This is an optimization exercise on Yosys and OpenROAD, whose aim is small area and a short achievable clock period, not a production implementation. No run shown here included a check of the RTL's function; only the layout flow was run. Power is estimated from default activity; no workload was simulated.

==> flow/run.sh <==
#!/bin/bash
# synth_recipe.tcl (not shown) runs the flow's synth.tcl, then flattens the netlist and writes it again
# the make line also repeats each setting of config.mk as NAME=value (left out here)
make -C /OpenROAD-flow-scripts/flow DESIGN_CONFIG=/design/flow/config.mk WORK_HOME=/design/flow/orfs CLKGATE_MAP_FILE= SYNTH_SCRIPT=/design/flow/synth_recipe.tcl finish
==> flow/config.mk <==
export PLATFORM = sky130hd
export DESIGN_NAME = apb_adv_timer_top
export DESIGN_NICKNAME = apb_adv_timer_top
export VERILOG_FILES = /design/flow/design.v
export SDC_FILE = /design/flow/constraint.sdc
export NUM_CORES = 4
export LEC_CHECK = 0
export CAP_MARGIN = 20
export CORE_MARGIN = 2
export CORE_UTILIZATION = 60
export CTS_CLUSTER_DIAMETER = 100
export CTS_CLUSTER_SIZE = 25
export SETUP_SLACK_MARGIN = 4.4
export SLEW_MARGIN = 20
==> flow/constraint.sdc <==
create_clock -name core_clock -period 7.0 [get_ports {clk_i}]
set_input_delay 1.4000 -clock core_clock [delete_from_list [all_inputs] [get_ports {clk_i}]]
set_output_delay 1.4000 -clock core_clock [all_outputs]
set_load 0.01 [all_outputs]
==> flow/design.v <==
`default_nettype none
package timer_pkg;
   typedef logic [15:0] cnt_t;    
   typedef logic [7:0]  presc_t;  
   typedef logic [7:0]  addr_t;
   typedef logic [31:0] data_t;
   typedef enum logic [2:0] {
      OP_SET     = 3'd0,  
      OP_TOGGLE  = 3'd1,  
      OP_CLEAR   = 3'd2,  
      OP_SET_CLR = 3'd3,  
      OP_CLR_SET = 3'd4   
   } comp_op_e;
   typedef struct packed {
      presc_t   presc;
      logic     sawtooth;   
      cnt_t     cnt_start;
      cnt_t     cnt_end;
      cnt_t     comp0;
      comp_op_e op0;
      cnt_t     comp1;
      comp_op_e op1;
   } timer_cfg_t;
   typedef struct packed {
      logic start;
      logic stop;
      logic rst;
      logic update;
   } timer_cmd_t;
   localparam int CNT_W = 16;
   localparam int CFG_W = 79;
   localparam int CMD_W = 4;
   localparam addr_t TIMER_STRIDE = 8'h20;
   localparam addr_t REG_CMD      = 8'h00;
   localparam addr_t REG_CFG      = 8'h04;  
   localparam addr_t REG_TH       = 8'h08;  
   localparam addr_t REG_CH0      = 8'h0C;  
   localparam addr_t REG_CH1      = 8'h10;
   localparam addr_t REG_COUNTER  = 8'h14;  
   localparam addr_t REG_EVENT    = 8'h80;  
   localparam int CMD_START_BIT  = 0;
   localparam int CMD_STOP_BIT   = 1;
   localparam int CMD_RST_BIT    = 2;
   localparam int CMD_UPDATE_BIT = 3;
endpackage
`default_nettype wire
`timescale 1ns/1ps
`default_nettype none
module timer_compare (
   input  logic        clk_i,
   input  logic        reset_i,
   input  logic        step_i,
   input  logic        end_i,
   input  logic [15:0] count_i,
   input  logic [15:0] comp_i,
   input  logic [2:0]  op_i,
   output logic        pwm_o
);
   logic match;
   logic end_act;
   logic pwm_q;
   assign match   = step_i && (count_i == comp_i);
   assign end_act = end_i && ((op_i == 3'd3) || (op_i == 3'd4));
   always_ff @(posedge clk_i) begin
      if (reset_i) begin
         pwm_q <= 1'b0;
      end else if (end_act) begin
         pwm_q <= (op_i == 3'd4);  
      end else if (match) begin
         case (op_i)
            3'd0:    pwm_q <= 1'b1;
            3'd1:    pwm_q <= ~pwm_q;
            3'd2:    pwm_q <= 1'b0;
            3'd3:    pwm_q <= 1'b1;
            3'd4:    pwm_q <= 1'b0;
            default: pwm_q <= pwm_q;  
         endcase
      end
   end
   assign pwm_o = pwm_q;
endmodule
`default_nettype wire
`timescale 1ns/1ps
`default_nettype none
module adv_timer (
   input  logic        clk_i,
   input  logic        reset_i,
   input  logic        rst_dly_i,   
   input  logic [7:0]  presc_i,
   input  logic        saw_i,
   input  logic [15:0] start_i,
   input  logic [15:0] end_i,
   input  logic [15:0] comp0_i,
   input  logic [2:0]  op0_i,
   input  logic [15:0] comp1_i,
   input  logic [2:0]  op1_i,
   input  logic [3:0]  cmd_i,       
   output logic [15:0] count_nxt_o,
   output logic        end_o,
   output logic [1:0]  pwm_o
);
   logic cmd_start, cmd_stop, cmd_rst, cmd_update;
   assign {cmd_update, cmd_rst, cmd_stop, cmd_start} = cmd_i;
   logic [7:0]  a_presc;
   logic        a_saw;
   logic [15:0] a_start, a_end, a_comp0, a_comp1;
   logic [2:0]  a_op0, a_op1;
   logic        a_load;
   assign a_load = cmd_update || rst_dly_i;
   always_ff @(posedge clk_i) begin
      if (a_load) begin
         a_presc <= presc_i;
         a_saw   <= saw_i;
         a_start <= start_i;
         a_comp0 <= comp0_i;
         a_op0   <= op0_i;
         a_comp1 <= comp1_i;
         a_op1   <= op1_i;
      end
   end
   always_ff @(posedge clk_i) a_end <= a_end_nxt;
   logic [7:0] a_presc_nxt;
   assign a_presc_nxt = a_load ? presc_i : a_presc;
   logic run_q, run_nxt;
   assign run_nxt = !reset_i && !cmd_stop && (cmd_start || run_q);
   always_ff @(posedge clk_i) run_q <= run_nxt;
   logic [7:0]  presc_q, presc_inc;
   logic        tick_q;
   logic [15:0] count_q;
   logic        dir_q, step_q, end_q;
   logic [7:0]  presc_nxt;
   logic        tick_nxt;
   assign presc_inc = presc_q + {7'd0, run_q};
   assign presc_nxt = (rst_dly_i || cmd_rst || (run_q && tick_q)) ? 8'd0 : presc_inc;
   assign tick_nxt  = run_nxt && (presc_nxt >= a_presc_nxt);
   always_ff @(posedge clk_i) begin
      presc_q <= presc_nxt;
      tick_q  <= tick_nxt;
   end
   logic        a_saw_nxt;
   logic [15:0] a_end_nxt;
   logic        at_end_q, down_q;
   assign a_saw_nxt = a_load ? saw_i : a_saw;
   assign a_end_nxt = a_load ? end_i : a_end;
   logic [15:0] dstep, pm_mask, cnt_pm, cnt_base, tgt, x;
   logic        pm_at_tgt, wrap;
   logic        dir_nxt, end_nxt;
   assign dstep = count_q ^ {16{down_q}};    
   assign tgt   = down_q ? a_start : a_end;
   assign x     = count_q ^ tgt;
   always_comb begin
      pm_mask[0] = tick_q;   
      for (int i = 1; i < 16; i++) pm_mask[i] = pm_mask[i-1] && dstep[i-1];
      pm_at_tgt = x[0];
      for (int i = 1; i < 16; i++) pm_at_tgt = pm_at_tgt && (x[i] == (x[i-1] && dstep[i-1]));
   end
   assign cnt_pm = count_q ^ pm_mask;    
   assign wrap   = !down_q && at_end_q;
   assign cnt_base    = cnt_pm;
   assign count_nxt_o = rst_dly_i ? 16'd0 :
                        (cmd_rst || (tick_q && wrap)) ? a_start : cnt_base;
   always_comb begin
      dir_nxt = dir_q;
      if (rst_dly_i || cmd_rst) dir_nxt = 1'b0;
      else if (tick_q) begin
         if (a_saw)       dir_nxt = 1'b0;
         else if (!dir_q) dir_nxt = !at_end_q && pm_at_tgt;
         else             dir_nxt = !pm_at_tgt;
      end
   end
   assign end_nxt = !reset_i && !cmd_rst && tick_q && (down_q ? pm_at_tgt : at_end_q);
   always_ff @(posedge clk_i) begin
      count_q  <= count_nxt_o;
      dir_q    <= dir_nxt;
      down_q   <= dir_nxt && !a_saw_nxt;
      at_end_q <= (count_nxt_o == a_end_nxt);
      step_q   <= !reset_i && !cmd_rst && tick_q;
      end_q    <= end_nxt;
   end
   assign end_o = end_q;
   timer_compare u_cmp0 (
      .clk_i   (clk_i),
      .reset_i (reset_i),
      .step_i  (step_q),
      .end_i   (end_q),
      .count_i (count_q),
      .comp_i  (a_comp0),
      .op_i    (a_op0),
      .pwm_o   (pwm_o[0])
   );
   timer_compare u_cmp1 (
      .clk_i   (clk_i),
      .reset_i (reset_i),
      .step_i  (step_q),
      .end_i   (end_q),
      .count_i (count_q),
      .comp_i  (a_comp1),
      .op_i    (a_op1),
      .pwm_o   (pwm_o[1])
   );
endmodule
`default_nettype wire
`timescale 1ns/1ps
`default_nettype none
module apb_timer_regs #(
   parameter int NUM_TIMERS = 4
) (
   input  logic                      clk_i,
   input  logic                      reset_i,
   input  logic                      psel_i,
   input  logic                      penable_i,
   input  logic                      pwrite_i,
   input  timer_pkg::addr_t          paddr_i,
   input  timer_pkg::data_t          pwdata_i,
   output timer_pkg::data_t          prdata_o,
   output logic                      pslverr_o,
   output logic [NUM_TIMERS*8-1:0]   presc_o,
   output logic [NUM_TIMERS-1:0]     saw_o,
   output logic [NUM_TIMERS*16-1:0]  start_o,
   output logic [NUM_TIMERS*16-1:0]  end_o,
   output logic [NUM_TIMERS*16-1:0]  comp0_o,
   output logic [NUM_TIMERS*3-1:0]   op0_o,
   output logic [NUM_TIMERS*16-1:0]  comp1_o,
   output logic [NUM_TIMERS*3-1:0]   op1_o,
   output logic [NUM_TIMERS*4-1:0]   cmd_o,
   input  logic [NUM_TIMERS*16-1:0]  count_nxt_i,  
   input  logic [NUM_TIMERS-1:0]     end_i,
   output logic [NUM_TIMERS-1:0]     events_o
);
   logic [NUM_TIMERS-1:0] d_tmr;
   logic [5:0]            d_reg;    
   logic                  d_ev;
   logic                  d_ok;
   always_comb begin
      for (int i = 0; i < NUM_TIMERS; i++)
         d_tmr[i] = !paddr_i[7] && (paddr_i[6:5] == 2'(i));
      for (int r = 0; r < 6; r++)
         d_reg[r] = (paddr_i[4:0] == 5'(4 * r));
      d_ev = (paddr_i == timer_pkg::REG_EVENT);
      d_ok = (!paddr_i[7] && (|d_reg)) || d_ev;
   end
   logic [NUM_TIMERS-1:0] ws_tmr_q;
   logic [4:0]            ws_reg_q;
   logic                  ws_ev_q;
   logic                  err_q;
   logic                  setup_wr;
   assign setup_wr = psel_i && !penable_i && pwrite_i;
   always_ff @(posedge clk_i) begin
      ws_tmr_q <= d_tmr & {NUM_TIMERS{setup_wr}};
      ws_reg_q <= d_reg[4:0];
      ws_ev_q  <= d_ev && setup_wr;
      err_q    <= !d_ok;
   end
   assign pslverr_o = err_q;
   timer_pkg::data_t wd;
   assign wd = pwdata_i & {32{!reset_i}};
   logic [NUM_TIMERS-1:0] events_q;
   logic [NUM_TIMERS-1:0] ev_clr;
   assign ev_clr = (penable_i && ws_ev_q) ? pwdata_i[NUM_TIMERS-1:0] : '0;
   logic [NUM_TIMERS-1:0] cmd_sel_q;
   logic [3:0]            cmd_dat_q;
   always_ff @(posedge clk_i) cmd_dat_q <= pwdata_i[3:0];
   for (genvar i = 0; i < NUM_TIMERS; i++) begin : gen_reg
      logic wr;
      assign wr = penable_i && ws_tmr_q[i];
      always_ff @(posedge clk_i) begin
         if (reset_i || (wr && ws_reg_q[1])) begin
            presc_o[8*i +: 8] <= wd[7:0];
            saw_o[i]          <= wd[8];
         end
         if (reset_i || (wr && ws_reg_q[2])) begin
            start_o[16*i +: 16] <= wd[15:0];
            end_o[16*i +: 16]   <= wd[31:16];
         end
         if (reset_i || (wr && ws_reg_q[3])) begin
            comp0_o[16*i +: 16] <= wd[15:0];
            op0_o[3*i +: 3]     <= wd[18:16];
         end
         if (reset_i || (wr && ws_reg_q[4])) begin
            comp1_o[16*i +: 16] <= wd[15:0];
            op1_o[3*i +: 3]     <= wd[18:16];
         end
         cmd_sel_q[i] <= !reset_i && wr && ws_reg_q[0];  
      end
      assign cmd_o[4*i +: 4] = cmd_sel_q[i] ? cmd_dat_q : 4'b0;
   end
   always_ff @(posedge clk_i) begin
      if (reset_i) begin
         events_q <= '0;
      end else begin
         events_q <= (events_q & ~ev_clr) | end_i;  
      end
   end
   assign events_o = events_q;
   timer_pkg::data_t rdata;
   timer_pkg::data_t rdata_q;
   always_comb begin
      rdata = '0;
      for (int i = 0; i < NUM_TIMERS; i++) begin
         if (d_tmr[i] && d_reg[1]) rdata = rdata | {23'b0, saw_o[i], presc_o[8*i +: 8]};
         if (d_tmr[i] && d_reg[2]) rdata = rdata | {end_o[16*i +: 16], start_o[16*i +: 16]};
         if (d_tmr[i] && d_reg[3]) rdata = rdata | {13'b0, op0_o[3*i +: 3], comp0_o[16*i +: 16]};
         if (d_tmr[i] && d_reg[4]) rdata = rdata | {13'b0, op1_o[3*i +: 3], comp1_o[16*i +: 16]};
         if (d_tmr[i] && d_reg[5]) rdata = rdata | {16'b0, count_nxt_i[16*i +: 16]};
      end
      if (d_ev) rdata = rdata | 32'(events_q | end_i);
   end
   always_ff @(posedge clk_i) begin
      rdata_q <= rdata;
   end
   assign prdata_o = rdata_q;
endmodule
`default_nettype wire
`timescale 1ns/1ps
`default_nettype none
module apb_adv_timer_top #(
   parameter int NUM_TIMERS = 4
) (
   input  logic                    clk_i,
   input  logic                    reset_i,
   input  logic                    psel_i,
   input  logic                    penable_i,
   input  logic                    pwrite_i,
   input  timer_pkg::addr_t        paddr_i,
   input  timer_pkg::data_t        pwdata_i,
   output timer_pkg::data_t        prdata_o,
   output logic                    pslverr_o,
   output logic [2*NUM_TIMERS-1:0] pwm_o,     
   output logic [NUM_TIMERS-1:0]   events_o
);
   logic [NUM_TIMERS*8-1:0]  presc;
   logic [NUM_TIMERS-1:0]    saw;
   logic [NUM_TIMERS*16-1:0] cstart, cend, comp0, comp1, count_nxt;
   logic [NUM_TIMERS*3-1:0]  op0, op1;
   logic [NUM_TIMERS*4-1:0]  cmd;
   logic [NUM_TIMERS-1:0]    tmr_end;
   logic                     rst_dly_q;
   always_ff @(posedge clk_i) rst_dly_q <= reset_i;
   apb_timer_regs #(
      .NUM_TIMERS (NUM_TIMERS)
   ) u_regs (
      .clk_i       (clk_i),
      .reset_i     (reset_i),
      .psel_i      (psel_i),
      .penable_i   (penable_i),
      .pwrite_i    (pwrite_i),
      .paddr_i     (paddr_i),
      .pwdata_i    (pwdata_i),
      .prdata_o    (prdata_o),
      .pslverr_o   (pslverr_o),
      .presc_o     (presc),
      .saw_o       (saw),
      .start_o     (cstart),
      .end_o       (cend),
      .comp0_o     (comp0),
      .op0_o       (op0),
      .comp1_o     (comp1),
      .op1_o       (op1),
      .cmd_o       (cmd),
      .count_nxt_i (count_nxt),
      .end_i       (tmr_end),
      .events_o    (events_o)
   );
   for (genvar i = 0; i < NUM_TIMERS; i++) begin : gen_timer
      adv_timer u_tim (
         .clk_i       (clk_i),
         .reset_i     (reset_i),
         .rst_dly_i   (rst_dly_q),
         .presc_i     (presc[8*i +: 8]),
         .saw_i       (saw[i]),
         .start_i     (cstart[16*i +: 16]),
         .end_i       (cend[16*i +: 16]),
         .comp0_i     (comp0[16*i +: 16]),
         .op0_i       (op0[3*i +: 3]),
         .comp1_i     (comp1[16*i +: 16]),
         .op1_i       (op1[3*i +: 3]),
         .cmd_i       (cmd[4*i +: 4]),
         .count_nxt_o (count_nxt[16*i +: 16]),
         .end_o       (tmr_end[i]),
         .pwm_o       (pwm_o[2*i +: 2])
      );
   end
endmodule
`default_nettype wire
==> summary.md, run 1 <==
| Metric | Value |
|---|---|
| Status | `timing/DRC/antenna clean` |
| Leakage | `15.5 nW` |
| Post-route ant nets | `0` |
| Max VDD drop | `0.171 mV` |
| Least-Margin Pin Slew | `1.21 ns` |
| Fill count | `3969` |
| CTS tree | `yes` |
| Reg clk slew, reported paths | `0.10 ns` |
| WS Path Type | `reg2reg` |
| Minimum clock period | `3.15 ns` |
| Share of cells above drive strength 1 | `24.8%` |
| H-tree Lvls | `2` |
| CTS Buf Count | `39` |
| CTS Root Cell | `clkbuf_16` |
| DRT Pass-1 Iters | `6` |
| Die X | `between 200 and 300 um` |
| CP Max Fanout | `28` |
| Synthesis-to-layout area growth | `19.5%` |
| CP Data Arrival Time | `3.67 ns` |
| WL/cell | `35.0 um` |
| Largest family of logic cells by synthesized area | `simple AND/OR/NAND/NOR gates` |
| Post-DR vias/cell | `6.92` |
| PortBufs | `89` |
| HPWL after DPL | `99200 um` |
| Most frequent cells in the layout | `edfxtp_1 (532), xnor2_1 (277), dfxtp_1 (201), buf_4 (198), nor2_1 (174)` |
| WL final | `between 100000 and 150000 um` |
| Syn Nets | `3091` |
| Placed Cells | `3762` |
| Max Clk Rate | `around 0.32 GHz` |
| Worst skew pair latency | `around 0.61 ns` |
| Asr flop ratio synth | `0%` |
| Worst min-delay path class | `reg2reg` |
| Setup TNS | `0 ns` |
| Unrepaired setup endpoints after global routing | `yes` |
| R2R Setup Slk | `3.85 ns` |
| Post-synth EDFFs | `532` |
| Data required time of the worst path | `7.52 ns` |
| Total of max-cap violations | `0` |
| Antenna violations before repair | `16` |
| DRC | `0` |
| Pwr/cell area | `approximately 220 nW/um^2` |
| FF+latch count, synth | `820` |
| Synth Instances | `3006` |
| Initial drt markers | `4567` |
| Final hold viol count | `0` |
| Post-synthesis mux area share | `under 10%` |
| Largest net degree at the start of global routing | `55` |
| Slew Limit Headroom | `19.2%` |
| Commonest non-fill, non-tap cell in the layout | `edfxtp_1` |
| Synth warn | `4` |
| Post-synthesis simple-gate area fraction | `a little under an eighth` |
| Grt ovf | `0` |
| Vias after detailed routing | `about 28000` |
| Num ports | `90` |
| Nets | `3333` |
| Die area | `63300 um^2` |
| # setup viols final | `0` |
| Row cnt | `90` |
| Final period utilization | `45.0%` |
| Unique masters post-synth | `about 80` |
| GRT Total Usage | `between 40% and 50%` |
| Mean Syn Cell Area | `12.2 um^2` |
| First-pass GRT wire length | `194000 um` |
| Vias in the first global route | `about 26000` |
| Initial Util | `60.8%` |
| Clock Sinks | `820` |
| Final Skew | `about 0.026 ns` |
| Core Footprint | `60500 um^2` |
| Synth Area in Compound Gates | `11.0%` |
| Worst Setup Start Kind | `register` |
| Synth Area in XOR/XNOR | `9.10%` |
| Post-Synth Adder-Cell Area | `1.36%` |
| Mapped cell area | `36800 um^2` |
| Top FF cell, synth | `edfxtp_1` |
| Die height | `252 um` |
| Max-slew violations | `0` |
| Buffer depth of the longest clock path | `3` |
| Final std cells w/o fill | `roughly 4100` |
| Register area share after synthesis | `59.1%` |
| Worst setup EP type | `register` |
| Gpl congestion | `1.01` |
area by class of cell:
cell class | count | area (um^2) | area share, %
inverter | 98 | 377 | 0.857
clock buffer | 68 | 1140 | 2.59
tap | 782 | 978 | 2.23
clock inverter | 3 | 62.6 | 0.142
multi-input combinational | 1933 | 15900 | 36.1
sequential | 820 | 21900 | 49.9
timing repair buffer | 356 | 3590 | 8.17
antenna | 5 | 12.5 | 0.0285
sequential cells by signal (all words and copies together) (netlist names), 5 cells and up:
signal / count
gen_timer.u_tim.a_comp0: 64
gen_timer.u_tim.a_comp1: 64
gen_timer.u_tim.a_end: 64
gen_timer.u_tim.a_op0: 12
gen_timer.u_tim.a_op1: 12
gen_timer.u_tim.a_presc: 32
gen_timer.u_tim.a_start: 64
gen_timer.u_tim.count_q: 64
gen_timer.u_tim.presc_q: 32
u_regs.comp0_o: 64
u_regs.comp1_o: 64
u_regs.end_o: 64
u_regs.op0_o: 12
u_regs.op1_o: 12
u_regs.presc_o: 32
u_regs.rdata_q: 32
u_regs.start_o: 64
u_regs.ws_reg_q: 5
path summary, 6_finish.rpt:
check                                     from                                       to  cells after the start
max          gen_timer[2].u_tim.down_q$_DFF_P_      gen_timer[2].u_tim.at_end_q$_DFF_P_                     10
min                u_regs.comp0_o[7]$_DFFE_PP_  gen_timer[0].u_tim.a_comp0[7]$_DFFE_PN_                      0
max reg2reg  gen_timer[2].u_tim.down_q$_DFF_P_      gen_timer[2].u_tim.at_end_q$_DFF_P_                     10
min reg2reg        u_regs.comp0_o[7]$_DFFE_PP_  gen_timer[0].u_tim.a_comp0[7]$_DFFE_PN_                      0
critical path, stage by stage (launching register included):
cell and delay [ns]:
dfxtp_4 0.43, buf_12 0.15, nand3b_1 0.21, and2_1 0.23, buf_4 0.40, nor2_1 0.10
a211oi_2 0.34, xnor2_1 0.17, nand4b_1 0.26, or4_4 0.62, nor4_4 0.14
metal layers:
layer / up-vias / GRT usage, % / wire, um / share of wire (%)
met1: 13800 / 57.9 / 51200 / 36
li1: 11600 / - / - / -
met3: 504 / 10.8 / 18400 / 13
met4: 14 / 28.0 / 11700 / 8.2
met2: 2197 / 65.4 / 60800 / 43
met5: - / 0 / 136 / 0.096
cell families (layout without fill, tap and decap cells):
logic type / after synthesis / after routing
muxes: 171 / 171
DFF: 820 / 820
buffers and inverters: 262 / 525
AOI/OAI and AO/OA: 559 / 562
and+or+nand+nor: 772 / 778
xor gates and xnor gates: 382 / 382
other: 0 / 5
adders and majority gates: 40 / 40
repair_timing:
| item | in CTS | in global routing |
|---|---|---|
| hold buffers | 0 | 0 |
| pin swaps | 89 | 76 |
| endpoints found under the hold margin | 0 | 0 |
| gates cloned | 20 | 3 |
| gates resized for setup | 490 | 182 |
| setup endpoints to repair | 478 | 114 |
| buffers inserted | 148 | 56 |
per-stage QoR:
stage	total power [mW]	util, %	setup slack, ns	hold WS, ns	instance area, um^2
6_report	9.54	72.7	3.85	0.450	43900
5_1_grt	9.74	72.6	3.80	0.475	43900
4_1_cts	9.45	70.7	3.92	0.456	42800
3_5_place_dp	6.79	64.0	2.41	0.437	38700
3_3_place_gp	6.75	63.9	2.48	0.444	38600
2_1_floorplan	6.33	-	3.96	0.421	37400
power breakdown:
| part | switching, mW | internal [mW] |
|---|---|---|
| Clock | 1.54 | 1.17 |
| Combinational | 0.510 | 0.384 |
| Sequential | 0.399 | 5.54 |
| Total | 2.45 | 7.10 |
cell usage after synthesis, types with 10 or more instances:
cell	number	area [um^2]
nor3_1	32	160
nor4b_1	11	96.3
a22o_1	23	201
a311oi_1	17	149
mux2_2	76	856
ha_1	40	500
nor3b_1	21	158
nor2_1	193	724
and3b_1	18	158
buf_4	10	75.1
nand2_1	97	364
nand2b_1	42	263
nand3_1	61	305
inv_1	98	368
nand3b_1	19	143
clkbuf_1	108	405
xor2_1	98	858
dfxtp_1	288	5770
a31oi_1	14	87.6
a211oi_1	56	420
buf_2	27	135
a21oi_1	78	390
nor2b_1	81	507
or3_1	17	106
edfxtp_1	532	16000
a221oi_1	37	324
and2_1	16	100
a21o_1	16	120
and3_1	26	163
xnor2_1	284	2490
o22ai_1	24	150
nand4_1	57	357
buf_1	18	67.6
a22oi_1	105	788
a31o_2	17	149
nor4_1	27	169
o21ai_0	78	390
mux2i_1	92	921
==> run 2: changes to the inputs <==
--- a/flow/design.v
+++ b/flow/design.v
@@ -114,2 +114,3 @@
          a_start <= start_i;
+         a_end   <= end_i;
          a_comp0 <= comp0_i;
@@ -120,3 +121,2 @@
    end
-   always_ff @(posedge clk_i) a_end <= a_end_nxt;
    logic [7:0] a_presc_nxt;
@@ -140,6 +140,5 @@
    logic        a_saw_nxt;
-   logic [15:0] a_end_nxt;
-   logic        at_end_q, down_q;
+   logic        at_end, down_q;
    assign a_saw_nxt = a_load ? saw_i : a_saw;
-   assign a_end_nxt = a_load ? end_i : a_end;
+   assign at_end    = (count_q == a_end);
    logic [15:0] dstep, pm_mask, cnt_pm, cnt_base, tgt, x;
@@ -157,3 +156,3 @@
    assign cnt_pm = count_q ^ pm_mask;    
-   assign wrap   = !down_q && at_end_q;
+   assign wrap   = !down_q && at_end;
    assign cnt_base    = cnt_pm;
@@ -166,3 +165,3 @@
          if (a_saw)       dir_nxt = 1'b0;
-         else if (!dir_q) dir_nxt = !at_end_q && pm_at_tgt;
+         else if (!dir_q) dir_nxt = !at_end && pm_at_tgt;
          else             dir_nxt = !pm_at_tgt;
@@ -170,3 +169,3 @@
    end
-   assign end_nxt = !reset_i && !cmd_rst && tick_q && (down_q ? pm_at_tgt : at_end_q);
+   assign end_nxt = !reset_i && !cmd_rst && tick_q && (down_q ? pm_at_tgt : at_end);
    always_ff @(posedge clk_i) begin
@@ -175,3 +174,2 @@
       down_q   <= dir_nxt && !a_saw_nxt;
-      at_end_q <= (count_nxt_o == a_end_nxt);
       step_q   <= !reset_i && !cmd_rst && tick_q;
==> run 2 against run 1 <==
Against the previous run:
- fmax increased by 1.0%
- synthesized cell count decreased by 1.1%
- power decreased by 1.1%
- final cell count decreased by 0.91%
- wire length decreased by 2.9%
- non-clock buffer count increased by 6
- sequential cell count decreased by 4
- core utilization increased by 0.26 points
- clock skew increased by 0.013 ns
- area after synthesis about the same
- hold slack improved by 0.013 ns
- cell area increased by 0.35%
- critical endpoint is now u_regs.rdata_q[5]$_DFF_P_
- largest cell class unchanged
==> summary.md, run 2 <==
| Metric | Value |
|---|---|
| Worst min-delay path class | `reg2reg` |
| Grt ovf | `0` |
| Total of max-cap violations | `0` |
| Minimum clock period | `between 3 and 4 ns` |
| Reg clk slew, reported paths | `0.11 ns` |
| PortBufs | `89` |
| Top Layer Used | `met5` |
| GRT Total Usage | `between 40% and 50%` |
| Pwr/cell area | `214 nW/um^2` |
| Row cnt | `90` |
| Unique masters post-synth | `between 90 and 100` |
| First-pass GRT wire length | `185000 um` |
| Unrepaired setup endpoints after global routing | `yes` |
| Post-DR vias/cell | `6.86` |
| Initial drt markers | `4194` |
| Max Clk Rate | `0.321 GHz` |
| Tot Pwr | `between 9 and 10 mW` |
| H-tree Lvls | `2` |
| FF+latch count, synth | `816` |
| Most frequent cells in the layout | `edfxtp_1 (596), xnor2_1 (260), buf_4 (172), nor2_1 (171), dfxtp_1 (116)` |
| Final WS setup | `approximately 3.9 ns` |
| Die X | `252 um` |
| Asr flop ratio synth | `0%` |
| Dpl ws | `1.95 ns` |
| Wl on met1 | `49300 um` |
| Synth area leaders | `edfxtp_1 (49%), dfxtp_1 (12%), xnor2_1 (6.5%), mux2i_1 (2.8%), xor2_1 (2.4%)` |
| # setup viols final | `0` |
| Initial Util | `around three fifths` |
| Worst setup EP type | `register` |
| Final hold viol count | `0` |
| Synth Instances | `between 2000 and 3000` |
| Worst Setup Start Kind | `register` |
| Setup TNS | `0 ns` |
| Final period utilization | `44.6%` |
| Die height | `252 um` |
| DRC | `0` |
| Post-synth EDFFs | `596` |
| CTS Root Cell | `clkbuf_16` |
| Synth warn | `4` |
| Top FF cell, synth | `edfxtp_1` |
| WL/cell | `34.3 um` |
| Buffer depth of the longest clock path | `3` |
| Met3 wire length | `roughly 17000 um` |
| Worst skew pair latency | `0.63 ns` |
| Max VDD drop | `0.243 mV` |
| Wire length on met2 | `around 60000 um` |
| Num ports | `90` |
| Least-Margin Pin Slew | `between 1 and 1.5 ns` |
| Mapped cell area | `36800 um^2` |
| HPWL after DPL | `95100 um` |
| Leakage | `15.6 nW` |
| WL final | `138000 um` |
| CTS tree | `yes` |
| Antenna violations before repair | `3` |
| CP Data Arrival Time | `3.60 ns` |
| Top cell type by total area after synthesis | `edfxtp_1` |
| WS Path Type | `reg2reg` |
| Cell Area, Placed | `38400 um^2` |
| Gpl congestion | `1.01` |
| Die area | `63300 um^2` |
| Syn Nets | `between 3000 and 4000` |
| Status | `timing/DRC/antenna clean` |
| Slew Limit Headroom | `23.4%` |
| Clock Sinks | `816` |
| Post-route ant nets | `0` |
| Synthesis-to-layout area growth | `19.8%` |
| Vias after detailed routing | `27700` |
| Max-slew violations | `0` |
| Top-count cell post-synth | `edfxtp_1` |
| Final Hold Slack | `0.463 ns` |
| DRT Pass-1 Iters | `7` |
| CP Max Fanout | `6` |
| Share of cells above drive strength 1 | `25.0%` |
| CTS Buf Count | `41` |
| Area fraction of the dominant cell type after synthesis | `48.6%` |
| Core Footprint | `approximately 60000 um^2` |
| Data required time of the worst path | `7.48 ns` |
| Nets | `3299` |
| Commonest cells in the netlist | `edfxtp_1 (596), xnor2_1 (274), dfxtp_1 (220)` |
| Final Instance Area | `44100 um^2` |
| Register area share after synthesis | `60.6%` |
| N_diodes | `0` |
| Commonest non-fill, non-tap cell in the layout | `edfxtp_1` |
| Largest net degree at the start of global routing | `71` |
| Vias in the first global route | `25500` |
| Final Skew | `approximately 0.039 ns` |
| Mean Syn Cell Area | `12.4 um^2` |
[run 2: cell count changes after synthesis, moves of 16 or more]
cell	change
buf_2	+30
mux2_2	-61
o21ai_0	+49
dfxtp_1	-68
clkbuf_1	-42
a22oi_1	-27
edfxtp_1	+64
a311oi_1	-16
nor3_1	+36
[run 2: cell families (layout without fill, tap and decap cells)]
family	Yosys count	count (layout)	synth area share, %
AO/OA/AOI/OAI	569	573	10.7
flip-flops	816	816	60.6
XOR/XNOR	373	373	8.88
adder cells (fa/ha/maj)	40	40	1.36
buffers and inverters	261	527	3.26
AND/OR/NAND/NOR	795	798	11.8
multiplexers	119	119	3.36
[run 2: path summary, 6_finish.rpt]
check | from | to | slack, ns | cells after the start
max | gen_timer[3].u_tim.a_end[2]$_DFFE_PN_ | u_regs.rdata_q[5]$_DFF_P_ | 3.88 | 9
min | u_regs.end_o[31]$_DFFE_PP_ | gen_timer[1].u_tim.a_end[15]$_DFFE_PN_ | 0.46 | 0
max reg2reg | gen_timer[3].u_tim.a_end[2]$_DFFE_PN_ | u_regs.rdata_q[5]$_DFF_P_ | 3.88 | 9
min reg2reg | u_regs.end_o[31]$_DFFE_PP_ | gen_timer[1].u_tim.a_end[15]$_DFFE_PN_ | 0.46 | 0
[run 2: power breakdown]
| group | switching [mW] | internal, mW |
|---|---|---|
| clock network | 1.55 | 1.15 |
| registers | 0.398 | 5.57 |
| logic | 0.443 | 0.315 |
| total | 2.39 | 7.04 |
[run 2: per-layer routing]
metal	up-vias	global-route usage (%)
met1	13600	56.1
met2	2106	63.0
met3	431	8.39
li1	11600	-
met4	2	27.5
met5	-	0
[run 2: through the flow]
step / utilization (%) / instances
after floorplan: - / 2973
after global placement: 63.5 / 3723
after detailed placement: 63.5 / 3723
after CTS: 70.1 / 3946
after global routing: 72.9 / 4028
final: 72.9 / 4028
[run 2: critical path: stages, from the launching register on]
cell      delay, ns
edfxtp_1       0.50
xnor2_2        0.36
nand4_1        0.20
nor4_4         0.32
buf_6          0.18
a32o_2         0.33
buf_12         0.18
mux2i_4        0.29
o22ai_1        0.11
or4b_1         0.51
[run 2: final cells by class]
cell class                      instances  area [um^2]
Clock buffer                           65         1130
Clock inverter                         10          118
Sequential cell                       816        22500
Tap cell                              782          978
Inverter                               90          369
Fill cell                            3832        16400
Timing Repair Buffer                  362         3760
Multi-Input combinational cell       1903        15200
[run 2: what timing repair did]
item	in CTS	in global routing
pin swaps	93	98
endpoints found under the setup margin	216	188
hold buffers	0	0
setup buffers	133	75
resized for setup	551	252
gates cloned	15	7
endpoints found under the hold margin	0	0
==> run 3: changes to the inputs <==
--- a/flow/design.v
+++ b/flow/design.v
@@ -132,4 +132,5 @@
    logic        tick_nxt;
-   assign presc_inc = presc_q + {7'd0, run_q};
-   assign presc_nxt = (rst_dly_i || cmd_rst || (run_q && tick_q)) ? 8'd0 : presc_inc;
+   assign presc_inc = presc_q + 8'd1;
+   assign presc_nxt = (rst_dly_i || cmd_rst || (run_q && tick_q)) ? 8'd0 :
+                      run_q ? presc_inc : presc_q;
    assign tick_nxt  = run_nxt && (presc_nxt >= a_presc_nxt);
@@ -150,3 +151,3 @@
    always_comb begin
-      pm_mask[0] = tick_q;   
+      pm_mask[0] = 1'b1;
       for (int i = 1; i < 16; i++) pm_mask[i] = pm_mask[i-1] && dstep[i-1];
@@ -157,3 +158,3 @@
    assign wrap   = !down_q && at_end;
-   assign cnt_base    = cnt_pm;
+   assign cnt_base    = tick_q ? cnt_pm : count_q;
    assign count_nxt_o = rst_dly_i ? 16'd0 :
==> run 3 against run 2 <==
Against the previous run:
- power increased by 0.62%
- sequential cell count unchanged
- fmax increased by 6.7%
- clock power about the same
- largest power group unchanged
- count of clock-buffer cells in the layout increased by 1
- critical path type is now in2reg
- sequential share of layout area decreased by 0.081 points
- core utilization decreased by 0.87 points
- hold slack improved by 0.0091 ns
- combinational power increased by 7.3%
- first-iteration DRC count increased by 9.0%
- critical path depth increased by 2
==> summary.md, run 3 <==
| Metric | Value |
|---|---|
| Status | `timing/DRC/antenna clean` |
| Mean Syn Cell Area | `12.4 um^2` |
| Worst skew pair latency | `0.62 ns` |
| CTS tree | `yes` |
| FF+latch count, synth | `816` |
| DRC | `0` |
| Leakage | `between 15 and 20 nW` |
| Mapped cell area | `around 37000 um^2` |
| DRT Pass-1 Iters | `8` |
| Critical path's most frequent cell | `buf_6` |
| Num ports | `90` |
| Commonest non-fill, non-tap cell in the layout | `edfxtp_1` |
| CTS Root Cell | `clkbuf_16` |
| Worst-path cell chain | `buf_8 > or4_4 > or2_4 > nor2_4 > buf_6 > buf_6 > a22o_1 > a221oi_2 > and3_4 > o31ai_2 > or4_1` |
| Max-slew violations | `0` |
| Max Clk Rate | `0.342 GHz` |
| CP max-delay cell | `or4_1` |
| WL final | `141000 um` |
| Nets | `3307` |
| Power share of the clock group | `28.6%` |
| Total of max-cap violations | `0` |
| Psw | `between 2 and 2.5 mW` |
| H-tree Lvls | `2` |
| # setup viols final | `0` |
| Final period utilization | `41.8%` |
| R2R Setup Slk | `4.16 ns` |
| Clock Sinks | `816` |
| Synth Instances | `between 2000 and 3000` |
| Setup TNS | `0 ns` |
| Die X | `252 um` |
| Die height | `252 um` |
| Unrepaired setup endpoints after global routing | `yes` |
| Top-count cell post-synth | `edfxtp_1` |
| PortBufs | `just under 90` |
| Top cell type by total area after synthesis | `edfxtp_1` |
| Max VDD drop | `0.217 mV` |
| Synthesis-to-layout area growth | `19.4%` |
| Share of cells above drive strength 1 | `25.1%` |
| Combinational share of power | `8.6%` |
| Crit-path max cell delay | `between 0.5 and 0.6 ns` |
| Worst Hold Depth | `0` |
| Reg2reg path depth | `10` |
| Buffer depth of the longest clock path | `3` |
| Initial drt markers | `4570` |
| GRT Total Usage | `a little over two fifths` |
| Grt ovf | `0` |
| Initial Util | `60.4%` |
| Post-DR vias/cell | `6.87` |
| Antenna violations before repair | `6` |
| Util after Layout | `between 70% and 80%` |
| Synth warn | `4` |
| Gpl congestion | `0.994` |
| Unique masters post-synth | `95` |
| R2r endpoint | `u_regs.rdata_q[11]$_DFF_P_` |
| Commonest cells in the netlist | `edfxtp_1 (596), xnor2_1 (253), dfxtp_1 (220)` |
| Final hold viol count | `0` |
| HPWL after DPL | `97700 um` |
| Tot Pwr | `9.49 mW` |
| Flop pwr share | `62.9%` |
| Largest net degree at the start of global routing | `71` |
| Least-Margin Pin Slew | `roughly 1.3 ns` |
| Slew Limit Headroom | `15.3%` |
| First-pass GRT wire length | `190000 um` |
| Final Skew | `0.0350 ns` |
| WL/cell | `34.9 um` |
| Vias after detailed routing | `27800` |
| Sw frac | `roughly a quarter` |
| Synth area leaders | `edfxtp_1 (48%), dfxtp_1 (12%), xnor2_1 (6.0%), mux2i_1 (3.2%), xor2_1 (2.9%)` |
| CP Max Fanout | `7` |
| Minimum clock period | `2.92 ns` |
| Worst Setup Start Kind | `input port` |
| Row cnt | `91` |
| WS Path Type | `in2reg` |
| Syn Nets | `3064` |
| Reg2reg start | `gen_timer[0].u_tim.a_end[11]$_DFFE_PN_` |
| P_int | `7.06 mW` |
| Reg clk slew, reported paths | `0.10 ns` |
| Most frequent cells in the layout | `edfxtp_1 (596), xnor2_1 (243), buf_4 (200), nor2_1 (168), xor2_1 (120)` |
| Post-synth EDFFs | `596` |
| Post-route ant nets | `0` |
| CTS Buf Count | `40` |
| Worst hold start | `u_regs.end_o[23]$_DFFE_PP_` |
| Asr flop ratio synth | `0%` |
| Worst setup EP type | `register` |
| Vias in the first global route | `about 26000` |
| Core Footprint | `between 60000 and 70000 um^2` |
| Register area share after synthesis | `between 60% and 70%` |
| Top FF cell, synth | `edfxtp_1` |
| Data required time of the worst path | `7.49 ns` |
| Worst min-delay path class | `reg2reg` |
| Hold endpoint | `gen_timer[1].u_tim.a_end[7]$_DFFE_PN_` |
| Pwr/cell area | `215 nW/um^2` |
| Die area | `63700 um^2` |
| Area fraction of the dominant cell type after synthesis | `48.3%` |
| CP Data Arrival Time | `3.41 ns` |
-- run 3: kinds of logic after synthesis --
group | count (synthesis) | share of synthesized area [%]
DFF | 816 | 60.2
and+or+nand+nor | 794 | 11.7
AOI/OAI and AO/OA | 543 | 10.3
xor gates and xnor gates | 374 | 8.84
buffers and inverters | 269 | 3.27
muxes | 146 | 4.35
adders and majority gates | 41 | 1.35
-- run 3: through the flow --
| step | hold slack, ns | setup slack, ns | std cells | cell area (um^2) |
|---|---|---|---|---|
| finish | 0.472 | 4.08 | 4049 | 44200 |
| global route | 0.475 | 4.05 | 4048 | 44200 |
| global placement | 0.439 | 2.07 | 3736 | 38700 |
| CTS | 0.464 | 4.19 | 3948 | 42500 |
| floorplan | 0.420 | 3.83 | 2983 | 37400 |
| detailed placement | 0.440 | 2.03 | 3736 | 38700 |
-- run 3: cell type report --
class | count | area [um^2]
diodes | 1 | 2.50
clock buffers | 66 | 1120
clock inverters | 8 | 118
fillers | 4044 | 17200
inverters | 93 | 402
multi-input cells | 1904 | 15400
flip-flops and latches | 816 | 22500
well taps | 790 | 988
repair buffers | 371 | 3720
-- run 3: worst max path at each step --
stage	from	to	slack, ns	cells after the start
finish	paddr_i[2]	u_regs.rdata_q[11]$_DFF_P_	4.08	11
global route	paddr_i[6]	u_regs.rdata_q[8]$_DFF_P_	4.05	12
CTS	paddr_i[0]	u_regs.rdata_q[3]$_DFF_P_	4.19	11
detailed placement	paddr_i[5]	u_regs.rdata_q[10]$_DFF_P_	2.03	9
global placement	paddr_i[5]	u_regs.rdata_q[10]$_DFF_P_	2.07	9
floorplan	paddr_i[0]	u_regs.rdata_q[3]$_DFF_P_	3.83	9
-- run 3: layer usage --
layer	routed length, um	global-route usage [%]	vias up	share of wire [%]
met5	25	0	-	0.018
met4	12600	30.0	4	8.9
met3	16800	7.45	465	12
met2	61400	64.8	2136	43
met1	50500	57.6	13700	36
li1	-	-	11500	-
-- run 3: critical path, delay by kind of cell --
family,cells,cell delay (ns)
AO/OA/AOI/OAI,3,0.48
buffers and inverters,3,0.32
AND/OR/NAND/NOR,5,1.19
-- run 3: power groups by stage --
stage               clock network [mW]  registers, mW  logic (mW)
CTS                               2.70           5.95       0.734
detailed placement                   0           6.06       0.654
global placement                     0           6.05       0.630
finish                            2.71           5.97       0.813
floorplan                            0           5.82       0.436
global route                      2.86           5.97       0.853
-- run 3: timing repair --
action / in CTS / in global routing
pin swaps: 83 / 89
setup endpoints to repair: 377 / 57
resized for setup: 566 / 203
setup buffers: 122 / 93
hold buffers: 0 / 0
cloned: 16 / 7
==> run 4: changes to the inputs <==
--- a/flow/design.v
+++ b/flow/design.v
@@ -114,3 +114,2 @@
          a_start <= start_i;
-         a_end   <= end_i;
          a_comp0 <= comp0_i;
@@ -121,2 +120,3 @@
    end
+   always_ff @(posedge clk_i) a_end <= a_end_nxt;
    logic [7:0] a_presc_nxt;
@@ -141,5 +141,6 @@
    logic        a_saw_nxt;
-   logic        at_end, down_q;
+   logic [15:0] a_end_nxt;
+   logic        at_end_q, down_q;
    assign a_saw_nxt = a_load ? saw_i : a_saw;
-   assign at_end    = (count_q == a_end);
+   assign a_end_nxt = a_load ? end_i : a_end;
    logic [15:0] dstep, pm_mask, cnt_pm, cnt_base, tgt, x;
@@ -156,7 +157,16 @@
    end
-   assign cnt_pm = count_q ^ pm_mask;    
-   assign wrap   = !down_q && at_end;
-   assign cnt_base    = tick_q ? cnt_pm : count_q;
-   assign count_nxt_o = rst_dly_i ? 16'd0 :
-                        (cmd_rst || (tick_q && wrap)) ? a_start : cnt_base;
+   logic [15:0] stepm, y;
+   logic        ls, at_end_nxt;
+   assign stepm  = pm_mask & {16{tick_q}};    
+   assign cnt_pm = count_q ^ stepm;           
+   assign wrap   = !down_q && at_end_q;
+   assign ls     = cmd_rst || (tick_q && wrap);
+   assign cnt_base    = cnt_pm;
+   assign count_nxt_o = rst_dly_i ? 16'd0 : ls ? a_start : cnt_base;
+   assign y = count_q ^ a_end_nxt;
+   always_comb begin
+      if (rst_dly_i) at_end_nxt = (a_end_nxt == 16'd0);
+      else if (ls)   at_end_nxt = (a_start == a_end_nxt);
+      else           at_end_nxt = (y == stepm);
+   end
    always_comb begin
@@ -166,3 +176,3 @@
          if (a_saw)       dir_nxt = 1'b0;
-         else if (!dir_q) dir_nxt = !at_end && pm_at_tgt;
+         else if (!dir_q) dir_nxt = !at_end_q && pm_at_tgt;
          else             dir_nxt = !pm_at_tgt;
@@ -170,3 +180,3 @@
    end
-   assign end_nxt = !reset_i && !cmd_rst && tick_q && (down_q ? pm_at_tgt : at_end);
+   assign end_nxt = !reset_i && !cmd_rst && tick_q && (down_q ? pm_at_tgt : at_end_q);
    always_ff @(posedge clk_i) begin
@@ -175,2 +185,3 @@
       down_q   <= dir_nxt && !a_saw_nxt;
+      at_end_q <= at_end_nxt;
       step_q   <= !reset_i && !cmd_rst && tick_q;
--- a/flow/config.mk
+++ b/flow/config.mk
@@ -7,2 +7,3 @@
 export LEC_CHECK = 0
+export ABC_AREA = 1
 export CAP_MARGIN = 20
==> run 4 against run 3 <==
Against the previous run:
- critical path type is now reg2reg
- via count increased by 20%
- global-route usage rose by 2.0 points
- hold slack worse by 0.014 ns
- critical endpoint is now gen_timer[0].u_tim.at_end_q$_DFF_P_
- count of clock-buffer cells in the layout down 2
- final cell count is 30% higher
- die area grew 4.9%
- worst setup slack better by 0.079 ns
==> summary.md, run 4 <==
| Metric | Value |
|---|---|
| Status | `timing/DRC/antenna clean` |
| Top cell type by total area after synthesis | `edfxtp_1` |
| FF+latch count, synth | `820` |
| Buffer depth of the longest clock path | `3` |
| CTS Buf Count | `40` |
| Largest net degree at the start of global routing | `70` |
| Die area | `66900 um^2` |
| DRC | `0` |
| Vias in the first global route | `around 30000` |
| DRT Pass-1 Iters | `7` |
| WS Path Type | `reg2reg` |
| Core Footprint | `64200 um^2` |
| Post-synth EDFFs | `532` |
| Row cnt | `93` |
| Top-count cell post-synth | `nand2_1` |
| Vias after detailed routing | `33400` |
| Max-slew violations | `0` |
| HPWL after DPL | `~110000 um` |
| Gpl congestion | `approximately 1` |
| Pwr/cell area | `around 210 nW/um^2` |
| Least-Margin Pin Slew | `about 1.1 ns` |
| Asr flop ratio synth | `0%` |
| Top FF cell, synth | `edfxtp_1` |
| Mean Syn Cell Area | `~9.6 um^2` |
| Post-route ant nets | `0` |
| Worst Setup Start Kind | `register` |
| Max VDD drop | `0.215 mV` |
| Slew Limit Headroom | `23.4%` |
| WL final | `between 150000 and 200000 um` |
| Register area share after synthesis | `between 50% and 60%` |
| Nets | `4454` |
| Final hold viol count | `0` |
| Crit-path max cell delay | `0.71 ns` |
| Total of max-cap violations | `0` |
| Unrepaired setup endpoints after global routing | `yes` |
| Share of cells above drive strength 1 | `20.0%` |
| Initial Util | `60.5%` |
| Mapped cell area | `38900 um^2` |
| Final Skew | `0.0264 ns` |
| Leakage | `19.6 nW` |
| Setup TNS | `0 ns` |
| # setup viols final | `0` |
| PortBufs | `slightly below 90` |
| CTS tree | `yes` |
| Max Clk Rate | `0.352 GHz` |
| First-pass GRT wire length | `214000 um` |
| WL/cell | `29.6 um` |
| Synth warn | `4` |
| Synth area leaders | `edfxtp_1 (41%), dfxtp_1 (15%), nand2_1 (7.4%), inv_1 (5.8%), xor2_1 (5.3%)` |
| CP Max Fanout | `7` |
| Area fraction of the dominant cell type after synthesis | `41.1%` |
| CP Data Arrival Time | `3.42 ns` |
| Synthesis-to-layout area growth | `20.3%` |
| H-tree Lvls | `2` |
| Fill count | `4734` |
| Num ports | `90` |
| Initial drt markers | `5985` |
| Tot Pwr | `about 9.8 mW` |
| Worst-path cell chain | `inv_16 > buf_16 > nand2_8 > buf_4 > o21ai_0 > xor2_1 > a2111oi_1 > nand4_1 > nand2_1 > nand2_1 > nand2_1` |
| Most frequent cells in the layout | `nand2_1 (693), inv_1 (559), edfxtp_1 (532), dfxtp_1 (233), xor2_1 (227)` |
| Die X | `about 260 um` |
| Minimum clock period | `2.84 ns` |
| CP max-delay cell | `a2111oi_1` |
| Post-DR vias/cell | `6.34` |
| Final period utilization | `40.6%` |
| Die height | `259 um` |
| Critical path's most frequent cell | `nand2_1` |
| Unique masters post-synth | `68` |
| Worst skew pair latency | `around 0.63 ns` |
| Clock Sinks | `820` |
| Reg clk slew, reported paths | `0.10 ns` |
| Antenna violations before repair | `6` |
| Commonest cells in the netlist | `nand2_1 (762), inv_1 (601), edfxtp_1 (532)` |
| CTS Root Cell | `clkbuf_16` |
| Worst setup EP type | `register` |
| GRT Total Usage | `between 40 and 50%` |
| Syn Nets | `between 4000 and 5000` |
| Synth Instances | `4067` |
| Worst min-delay path class | `reg2reg` |
| Commonest non-fill, non-tap cell in the layout | `nand2_1` |
| Data required time of the worst path | `7.57 ns` |
| Grt ovf | `0` |
## run 4: cell types whose count changed after synthesis, moves of 110 or more
cell | previous run | this run
nand3_1 | 46 | 156
xor2_1 | 121 | 235
nand2_1 | 112 | 762
xnor2_1 | 253 | 89
inv_1 | 91 | 601
o21ai_0 | 95 | 297
mux2i_1 | 117 | 0
## run 4: worst paths after layout
check	start	endpoint	slack (ns)	cells after the start
worst max-delay path	rst_dly_q$_DFF_P_	gen_timer[0].u_tim.at_end_q$_DFF_P_	4.16	11
worst min-delay path	u_regs.comp1_o[46]$_DFFE_PP_	gen_timer[2].u_tim.a_comp1[14]$_DFFE_PN_	0.46	0
worst min register to register	u_regs.comp1_o[46]$_DFFE_PP_	gen_timer[2].u_tim.a_comp1[14]$_DFFE_PN_	0.46	0
worst max register to register	rst_dly_q$_DFF_P_	gen_timer[0].u_tim.at_end_q$_DFF_P_	4.16	11
## run 4: cell families after synthesis
logic type / count (synthesis) / share of synthesized area [%]
and+or+nand+nor: 1399 / 16.2
DFF: 820 / 55.9
buffers and inverters: 758 / 7.68
AOI/OAI and AO/OA: 715 / 11.1
xor gates and xnor gates: 336 / 7.90
adders and majority gates: 36 / 1.16
muxes: 3 / 0.0869
## run 4: stage by stage
stage          instances  instance area, um^2  hold slack [ns]  worst slack, ns  util [%]
2_1_floorplan       4067                39600            0.419             4.23         -
5_1_grt             5259                46800            0.459             4.01      72.8
3_3_place_gp        4905                40900            0.436             2.95      63.7
4_1_cts             5168                45000            0.455             4.20      70.1
6_report            5263                46800            0.458             4.16      72.8
3_5_place_dp        4906                40900            0.433             2.82      63.7
## run 4: per-layer routing
metal,routed length [um],track usage (%)
met1,55900,61.1
met2,65500,65.9
met3,24000,13.2
met4,10500,24.4
met5,13,0
## run 4: power breakdown
group	total (mW)	switching (mW)	internal, mW
clock network	2.81	1.60	1.21
registers	5.85	0.322	5.53
logic	1.09	0.729	0.361
## run 4: layout make-up
cell class	instances	area, um^2	area share, %
Tap cell	855	1070	2.29
Clock buffer	64	1120	2.40
Timing Repair inverter	6	45.0	0.0963
Inverter	621	2570	5.50
Sequential cell	820	21900	46.7
Antenna cell	4	10.0	0.0214
Timing Repair Buffer	384	3690	7.89
Multi-Input combinational cell	2500	16300	34.8
Clock inverter	9	131	0.281
## run 4: timing repair
| item | CTS | global route |
|---|---|---|
| cloned | 23 | 8 |
| pin swaps | 86 | 134 |
| setup buffers | 166 | 83 |
| hold buffers | 0 | 0 |
| gates resized for setup | 516 | 308 |
| setup endpoints to repair | 534 | 267 |
## run 4: critical path: cells and delay by family, from the launching register on
family | cells | cell delay [ns]
buf+inv | 3 | 0.46
simple gates | 5 | 0.50
xor+xnor | 1 | 0.30
flops | 1 | 0.42
compound gates | 2 | 1.12
==> run 5: changes to the inputs <==
--- a/flow/config.mk
+++ b/flow/config.mk
@@ -7,3 +7,2 @@
 export LEC_CHECK = 0
-export ABC_AREA = 1
 export CAP_MARGIN = 20
==> run 5 against run 4 <==
Against the previous run:
- synthesized cell count decreased by 20%
- fmax increased by 0.39%
- final cell count decreased by 18%
- global-route usage decreased by 1.4 points
- sequential cell count unchanged
- sequential power increased by 3%
- cell area decreased by 2.7%
- clock skew decreased by 0.00096 ns
- non-clock buffer count decreased by 40
- power increased by 1.4%
- critical path depth increased by 2
- largest cell class unchanged
- largest power group unchanged
==> summary.md, run 5 <==
| Metric | Value |
|---|---|
| Worst skew pair latency | `0.63 ns` |
| Antenna violations before repair | `6` |
| Reg area | `21900 um^2` |
| Worst Setup Start Kind | `input port` |
| Final Hold Slack | `0.479 ns` |
| DRT Pass-1 Iters | `6` |
| CTS tree | `yes` |
| Unique masters post-synth | `85` |
| Crit path to | `u_regs.rdata_q[7]$_DFF_P_` |
| Status | `timing/DRC/antenna clean` |
| Cell Area, Placed | `39800 um^2` |
| Grt ovf | `0` |
| Data required time of the worst path | `7.50 ns` |
| DRC | `0` |
| Top FF cell, synth | `edfxtp_1` |
| Top Layer Used | `met5` |
| Combinational share of power | `11.1%` |
| Initial Util | `between 60% and 70%` |
| Max Clk Rate | `roughly 0.35 GHz` |
| # setup viols final | `0` |
| Row cnt | `92` |
| Post-synth EDFFs | `532` |
| Core Footprint | `62900 um^2` |
| Synth area leaders | `edfxtp_1 (42%), dfxtp_1 (15%), xnor2_1 (7.8%), mux2i_1 (4.2%), xor2_1 (2.8%)` |
| Reg clk slew, reported paths | `roughly 0.10 ns` |
| GRT Total Usage | `43.8%` |
| Asr flop ratio synth | `0%` |
| Final hold viol count | `0` |
| Slew Limit Headroom | `33.2%` |
| Commonest cells in the netlist | `edfxtp_1 (532), xnor2_1 (339), dfxtp_1 (288)` |
| Worst setup EP type | `register` |
| Wl on met1 | `54800 um` |
| Wire length on met2 | `64100 um` |
| Register area share after synthesis | `57.1%` |
| WL/cell | `34.7 um` |
| Pwr/cell area | `217 nW/um^2` |
| CP Data Arrival Time | `between 3 and 4 ns` |
| Area fraction of the dominant cell type after synthesis | `a little over two fifths` |
| PortBufs | `89` |
| First-pass GRT wire length | `between 200000 and 250000 um` |
| Sw frac | `27.1%` |
| CTS Buf Count | `40` |
| Leakage | `16.3 nW` |
| Unrepaired setup endpoints after global routing | `yes` |
| Num ports | `90` |
| Critical Path Start | `paddr_i[4]` |
| Fill count | `4266` |
| Clock Sinks | `820` |
| Largest net degree at the start of global routing | `63` |
| Die height | `256 um` |
| Mean Syn Cell Area | `approximately 12 um^2` |
| Syn Nets | `between 3000 and 4000` |
| Buffer depth of the longest clock path | `3` |
| Max VDD drop | `~0.22 mV` |
| Least-Margin Pin Slew | `0.992 ns` |
| WL final | `150000 um` |
| Synth Instances | `3240` |
| Synthesis-to-layout area growth | `19.7%` |
| Most frequent cells in the layout | `edfxtp_1 (532), xnor2_1 (321), dfxtp_1 (201), nor2_1 (175), buf_4 (159)` |
| Post-DR vias/cell | `6.87` |
| Share of cells above drive strength 1 | `22.4%` |
| Met3 wire length | `20900 um` |
| FF+latch count, synth | `820` |
| H-tree Lvls | `2` |
| Die X | `256 um` |
| Synth warn | `4` |
| CTS Root Cell | `clkbuf_16` |
| Power share of the clock group | `28.1%` |
| Final Instance Area | `45500 um^2` |
| HPWL after DPL | `106000 um` |
| Mapped cell area | `38100 um^2` |
| Max-slew violations | `0` |
| R2R Setup Slk | `4.17 ns` |
| R2r endpoint | `gen_timer[3].u_tim.at_end_q$_DFF_P_` |
| Commonest non-fill, non-tap cell in the layout | `edfxtp_1` |
| Setup TNS | `0 ns` |
| Die area | `65500 um^2` |
| Vias after detailed routing | `29800` |
| Multi-input gate area | `17100 um^2` |
| Final period utilization | `roughly two fifths` |
| P_int | `7.21 mW` |
| Reg2reg start | `rst_dly_q$_DFF_P_` |
| CP Max Fanout | `4` |
| Total of max-cap violations | `0` |
| Vias in the first global route | `27500` |
| Post-route ant nets | `0` |
| Gpl congestion | `1.02` |
| WS Path Type | `in2reg` |
| Psw | `2.68 mW` |
| Nets | `3537` |
| Flop pwr share | `60.7%` |
| Reg2reg path depth | `12` |
| Worst min-delay path class | `reg2reg` |
| Top-count cell post-synth | `edfxtp_1` |
| Minimum clock period | `2.83 ns` |
| Top cell type by total area after synthesis | `edfxtp_1` |
| Initial drt markers | `5027` |
| Final Skew | `0.0254 ns` |
run 5: cell count changes in the layout (fill, tap and decap cells not counted), moves of 67 or more:
cell / delta
nand2_1: -573
inv_1: -416
xnor2_1: +235
o21ai_0: -134
mux2i_1: +119
xor2_1: -111
nand3_1: -95
nor2b_1: +78
a21oi_1: -73
a22oi_1: +67
run 5: stage by stage:
| stage | util [%] | std cells | setup slack [ns] | power [mW] |
|---|---|---|---|---|
| 2_1_floorplan | - | 3240 | 3.99 | 6.45 |
| 3_3_place_gp | 63.3 | 4034 | 2.53 | 6.93 |
| 3_5_place_dp | 63.3 | 4034 | 2.45 | 6.97 |
| 4_1_cts | 68.9 | 4229 | 4.22 | 9.70 |
| 5_1_grt | 72.4 | 4333 | 4.15 | 10.1 |
| 6_report | 72.5 | 4339 | 4.17 | 9.89 |
run 5: power groups by stage:
stage          sequential, mW  clock [mW]  combinational [mW]
2_1_floorplan            5.81           0               0.645
3_3_place_gp             6.07           0               0.864
3_5_place_dp             6.08           0               0.896
4_1_cts                  5.97        2.76               0.981
5_1_grt                  6.01        2.92                1.16
6_report                 6.01        2.78                1.10
run 5: logic make-up (layout without fill, tap and decap cells):
family	after synthesis	after routing	share of synthesized area [%]
and+or+nand+nor	867	869	12.3
DFF	820	820	57.1
AOI/OAI and AO/OA	551	554	10.3
xor gates and xnor gates	463	463	10.7
buffers and inverters	326	568	3.50
muxes	177	177	4.78
adders and majority gates	36	36	1.18
other	0	6	0
run 5: cell type report:
cell class | count | share of cell area [%]
clock inverters | 7 | 0.228
clock buffers | 66 | 2.51
repair buffers | 344 | 8.11
flip-flops and latches | 820 | 48.1
well taps | 846 | 2.32
multi-input cells | 2099 | 37.4
inverters | 151 | 1.26
diodes | 6 | 0.0330
run 5: how the worst min path moves through the flow:
stage / depth (start not counted) / from / endpoint / slack (ns)
detailed placement: 0 / u_regs.comp1_o[26]$_DFFE_PP_ / gen_timer[1].u_tim.a_comp1[10]$_DFFE_PN_ / 0.45
global placement: 0 / u_regs.comp0_o[29]$_DFFE_PP_ / gen_timer[1].u_tim.a_comp0[13]$_DFFE_PN_ / 0.45
floorplan: 0 / u_regs.comp0_o[53]$_DFFE_PP_ / gen_timer[3].u_tim.a_comp0[5]$_DFFE_PN_ / 0.42
finish: 0 / u_regs.comp0_o[31]$_DFFE_PP_ / gen_timer[1].u_tim.a_comp0[15]$_DFFE_PN_ / 0.48
global route: 0 / u_regs.op0_o[3]$_DFFE_PP_ / gen_timer[1].u_tim.a_op0[0]$_DFFE_PN_ / 0.48
CTS: 0 / u_regs.op0_o[3]$_DFFE_PP_ / gen_timer[1].u_tim.a_op0[0]$_DFFE_PN_ / 0.48
run 5: worst max-delay path, stage by stage:
cell      delay, ns
buf_8          0.09
nor3_4         0.05
nand3b_1       0.22
buf_6          0.17
buf_6          0.09
buf_6          0.10
nor2_4         0.05
buf_6          0.13
buf_6          0.11
a222oi_1       0.28
nand4_1        0.18
a211oi_2       0.33
nand3_1        0.12
run 5: timing repair:
item	CTS	global route
hold endpoints to repair	0	0
hold buffers	0	0
pin swaps	67	120
endpoints found under the setup margin	668	151
gates resized for setup	485	269
gates cloned	14	13
setup buffers	108	91
run 5: layer usage:
| layer | GRT usage [%] | vias to the layer above |
|---|---|---|
| met5 | 0 | - |
| met4 | 25.9 | 4 |
| met3 | 10.6 | 455 |
| met2 | 64.3 | 2449 |
| met1 | 59.5 | 14600 |
| li1 | - | 12300 |
==> run 6: changes to the inputs <==
--- a/flow/design.v
+++ b/flow/design.v
@@ -132,6 +132,10 @@
    logic        tick_nxt;
+   logic        presc_clr, ge_hold, ge_inc, ge_zero;
+   assign presc_clr = rst_dly_i || cmd_rst || (run_q && tick_q);
    assign presc_inc = presc_q + 8'd1;
-   assign presc_nxt = (rst_dly_i || cmd_rst || (run_q && tick_q)) ? 8'd0 :
-                      run_q ? presc_inc : presc_q;
-   assign tick_nxt  = run_nxt && (presc_nxt >= a_presc_nxt);
+   assign presc_nxt = presc_clr ? 8'd0 : run_q ? presc_inc : presc_q;
+   assign ge_hold   = (presc_q >= a_presc_nxt);
+   assign ge_inc    = (presc_inc >= a_presc_nxt);
+   assign ge_zero   = (a_presc_nxt == 8'd0);
+   assign tick_nxt  = run_nxt && (presc_clr ? ge_zero : run_q ? ge_inc : ge_hold);
    always_ff @(posedge clk_i) begin
@@ -157,16 +161,7 @@
    end
-   logic [15:0] stepm, y;
-   logic        ls, at_end_nxt;
-   assign stepm  = pm_mask & {16{tick_q}};    
-   assign cnt_pm = count_q ^ stepm;           
+   assign cnt_pm = count_q ^ pm_mask;    
    assign wrap   = !down_q && at_end_q;
-   assign ls     = cmd_rst || (tick_q && wrap);
-   assign cnt_base    = cnt_pm;
-   assign count_nxt_o = rst_dly_i ? 16'd0 : ls ? a_start : cnt_base;
-   assign y = count_q ^ a_end_nxt;
-   always_comb begin
-      if (rst_dly_i) at_end_nxt = (a_end_nxt == 16'd0);
-      else if (ls)   at_end_nxt = (a_start == a_end_nxt);
-      else           at_end_nxt = (y == stepm);
-   end
+   assign cnt_base    = tick_q ? cnt_pm : count_q;
+   assign count_nxt_o = rst_dly_i ? 16'd0 :
+                        (cmd_rst || (tick_q && wrap)) ? a_start : cnt_base;
    always_comb begin
@@ -185,3 +180,3 @@
       down_q   <= dir_nxt && !a_saw_nxt;
-      at_end_q <= at_end_nxt;
+      at_end_q <= (count_nxt_o == a_end_nxt);
       step_q   <= !reset_i && !cmd_rst && tick_q;
--- a/flow/config.mk
+++ b/flow/config.mk
@@ -7,2 +7,3 @@
 export LEC_CHECK = 0
+export ABC_AREA = 1
 export CAP_MARGIN = 20
==> run 6 against run 5 <==
Against the previous run:
- core utilization down 0.35 points
- area after synthesis about the same
- critical path depth up 6
- power down 6.4%
- die area about the same
- clock skew up 0.0072 ns
- first-iteration DRC count down 15%
- via count up 4.7%
- critical endpoint is now gen_timer[2].u_tim.at_end_q$_DFF_P_
- largest cell class unchanged
==> summary.md, run 6 <==
| Metric | Value |
|---|---|
| H-tree Lvls | `2` |
| WL final | `136000 um` |
| Wl on met1 | `51400 um` |
| Post-Synth Adder-Cell Area | `2.24%` |
| Leakage | `19.3 nW` |
| Worst min-delay path class | `reg2reg` |
| CP Data Arrival Time | `approximately 3.3 ns` |
| Post-synthesis mux area share | `0.0592%` |
| Initial Util | `between 60% and 70%` |
| Antenna violations before repair | `3` |
| CTS Root Cell | `clkbuf_16` |
| Status | `timing/DRC/antenna clean` |
| CP max-delay cell | `dfxtp_1` |
| Power share of the clock group | `around 28%` |
| Synth area leaders | `edfxtp_1 (42%), dfxtp_1 (15%), nand2_1 (9.2%), inv_1 (5.2%), xor2_1 (3.6%)` |
| Final Skew | `0.0326 ns` |
| WL/cell | `26.2 um` |
| Largest family of logic cells by synthesized area | `simple AND/OR/NAND/NOR gates` |
| Largest net degree at the start of global routing | `51` |
| Max VDD drop | `0.154 mV` |
| FF+latch count, synth | `820` |
| Minimum clock period | `2.75 ns` |
| Buffer depth of the longest clock path | `3` |
| Share of cells above drive strength 1 | `18.2%` |
| Commonest non-fill, non-tap cell in the layout | `nand2_1` |
| Die height | `256 um` |
| Hold endpoint | `gen_timer[1].u_tim.a_comp0[1]$_DFFE_PN_` |
| Asr flop ratio synth | `0%` |
| Mapped cell area | `38000 um^2` |
| Register area share after synthesis | `57.1%` |
| Vias in the first global route | `28500` |
| CTS tree | `yes` |
| Critical path's most frequent cell | `nand2_1` |
| Commonest cells in the netlist | `nand2_1 (935), edfxtp_1 (532), inv_1 (531)` |
| Post-synthesis simple-gate area fraction | `18.1%` |
| Worst hold start | `u_regs.comp0_o[17]$_DFFE_PP_` |
| Top FF cell, synth | `edfxtp_1` |
| Grt ovf | `0` |
| Reg clk slew, reported paths | `approximately 0.11 ns` |
| DRT Pass-1 Iters | `6` |
| Post-route ant nets | `0` |
| Setup TNS | `0 ns` |
| Top Layer Used | `met4` |
| WS Path Type | `reg2reg` |
| Wire length on met2 | `57700 um` |
| Worst Hold Depth | `0` |
| P_int | `between 6 and 7 mW` |
| R2r endpoint | `gen_timer[2].u_tim.at_end_q$_DFF_P_` |
| Data required time of the worst path | `about 7.6 ns` |
==> run 6: cell types whose count changed after synthesis, sizes merged, moves of 145 or more <==
cell,delta
nand2,+816
inv,+408
xnor2,-272
o21ai,+171
mux2i,-159
nand3,+145
==> run 6: area by class of cell <==
class	count	area (um^2)	area share [%]
inverter	568	2340	5.16
antenna	1	2.50	0.00552
clock inverter	2	13.8	0.0304
timing repair buffer	332	3280	7.23
tap	846	1060	2.34
clock buffer	67	1080	2.39
sequential	820	21800	48.2
multi-input combinational	2530	15700	34.5
timing repair inverter	7	56.3	0.124
==> run 6: worst max path at each step <==
stage / from / endpoint / slack (ns) / depth (start not counted)
floorplan: rst_dly_q$_DFF_P_ / gen_timer[2].u_tim.tick_q$_DFF_P_ / 3.70 / 20
global placement: paddr_i[6] / u_regs.rdata_q[5]$_DFF_P_ / 2.50 / 12
detailed placement: paddr_i[1] / u_regs.rdata_q[14]$_DFF_P_ / 2.46 / 13
CTS: u_regs.cmd_dat_q[3]$_DFF_P_ / gen_timer[1].u_tim.tick_q$_DFF_P_ / 4.18 / 16
global route: gen_timer[0].u_tim.down_q$_DFF_P_ / gen_timer[0].u_tim.at_end_q$_DFF_P_ / 4.09 / 19
finish: u_regs.cmd_sel_q[2]$_DFF_P_ / gen_timer[2].u_tim.at_end_q$_DFF_P_ / 4.25 / 19
==> run 6: worst max-delay path, delay by kind of cell, from the launching register on <==
kind                   cells  cell delay (ns)
buffers and inverters      2             0.30
and+or+nand+nor           17             1.87
DFF                        1             0.49
==> run 6: power groups by stage <==
stage                     Sequential (mW)  Clock (mW)  Combinational [mW]
after floorplan                      5.74           0               0.468
after global placement               5.86           0               0.723
after detailed placement             5.87           0               0.735
after CTS                            5.75        2.60               0.795
after global routing                 5.79        2.75               0.947
final                                5.77        2.61               0.884
==> run 6: metal layers <==
layer,vias up,track usage (%)
met3,388,9.25
met4,0,21.9
met5,-,0
li1,14000,-
met2,2047,59.2
met1,14800,56.1
==> run 6: kinds of logic (layout without fill, tap and decap cells) <==
kind of cell | after synthesis | after routing
AND/OR/NAND/NOR | 1613 | 1622
flip-flops | 820 | 820
buffers and inverters | 701 | 976
AO/OA/AOI/OAI | 609 | 609
XOR/XNOR | 229 | 229
adder cells (fa/ha/maj) | 68 | 68
multiplexers | 2 | 2
other | 0 | 1
==> run 6: metrics by stage <==
stage	cell area [um^2]	hold slack, ns	worst slack (ns)	cells	util, %
final	45300	0.451	4.25	5173	72.1
after global routing	45300	0.464	4.09	5172	72.1
after CTS	43800	0.451	4.18	5096	69.7
after detailed placement	40000	0.434	2.46	4873	63.6
after global placement	40000	0.428	2.50	4872	63.6
after floorplan	38600	0.422	3.70	4042	-
==> run 6: what timing repair did <==
action / 4_1_cts / 5_1_grt
buffers inserted: 132 / 74
gates cloned: 22 / 2
gates resized for setup: 498 / 227
endpoints found under the setup margin: 547 / 158
pin swaps: 89 / 104

-- what the ideal ports hide --
The flow's constraints put no driver on any port. The routed layouts listed below were extracted and timed again, unchanged, in two steps. Step 1 assumes that a clkbuf_16 drives the clock port and a buf_2 every other input. Step 2 times the ports against the registers' clock, not the clock port: input delays grow and output delays shrink by t, the midpoint of the rising clock arrivals with the driver on. Three values: ideal ports, drivers, drivers and shift; two values: the first two.
run	t (ns)	slack for setup (ns)
run 1	0.665	3.848 / 3.848 / 3.589
run 2	0.676	3.880 / 3.880 / 3.321
run 3	0.676	4.076 / 4.088 / 3.411
run 4	0.685	4.155 / 4.155 / 3.700
run 5	0.685	4.166 / 4.172 / 3.491
run 6	0.679	4.250 / 4.250 / 3.687
After both steps setup and hold are still met in every run listed.
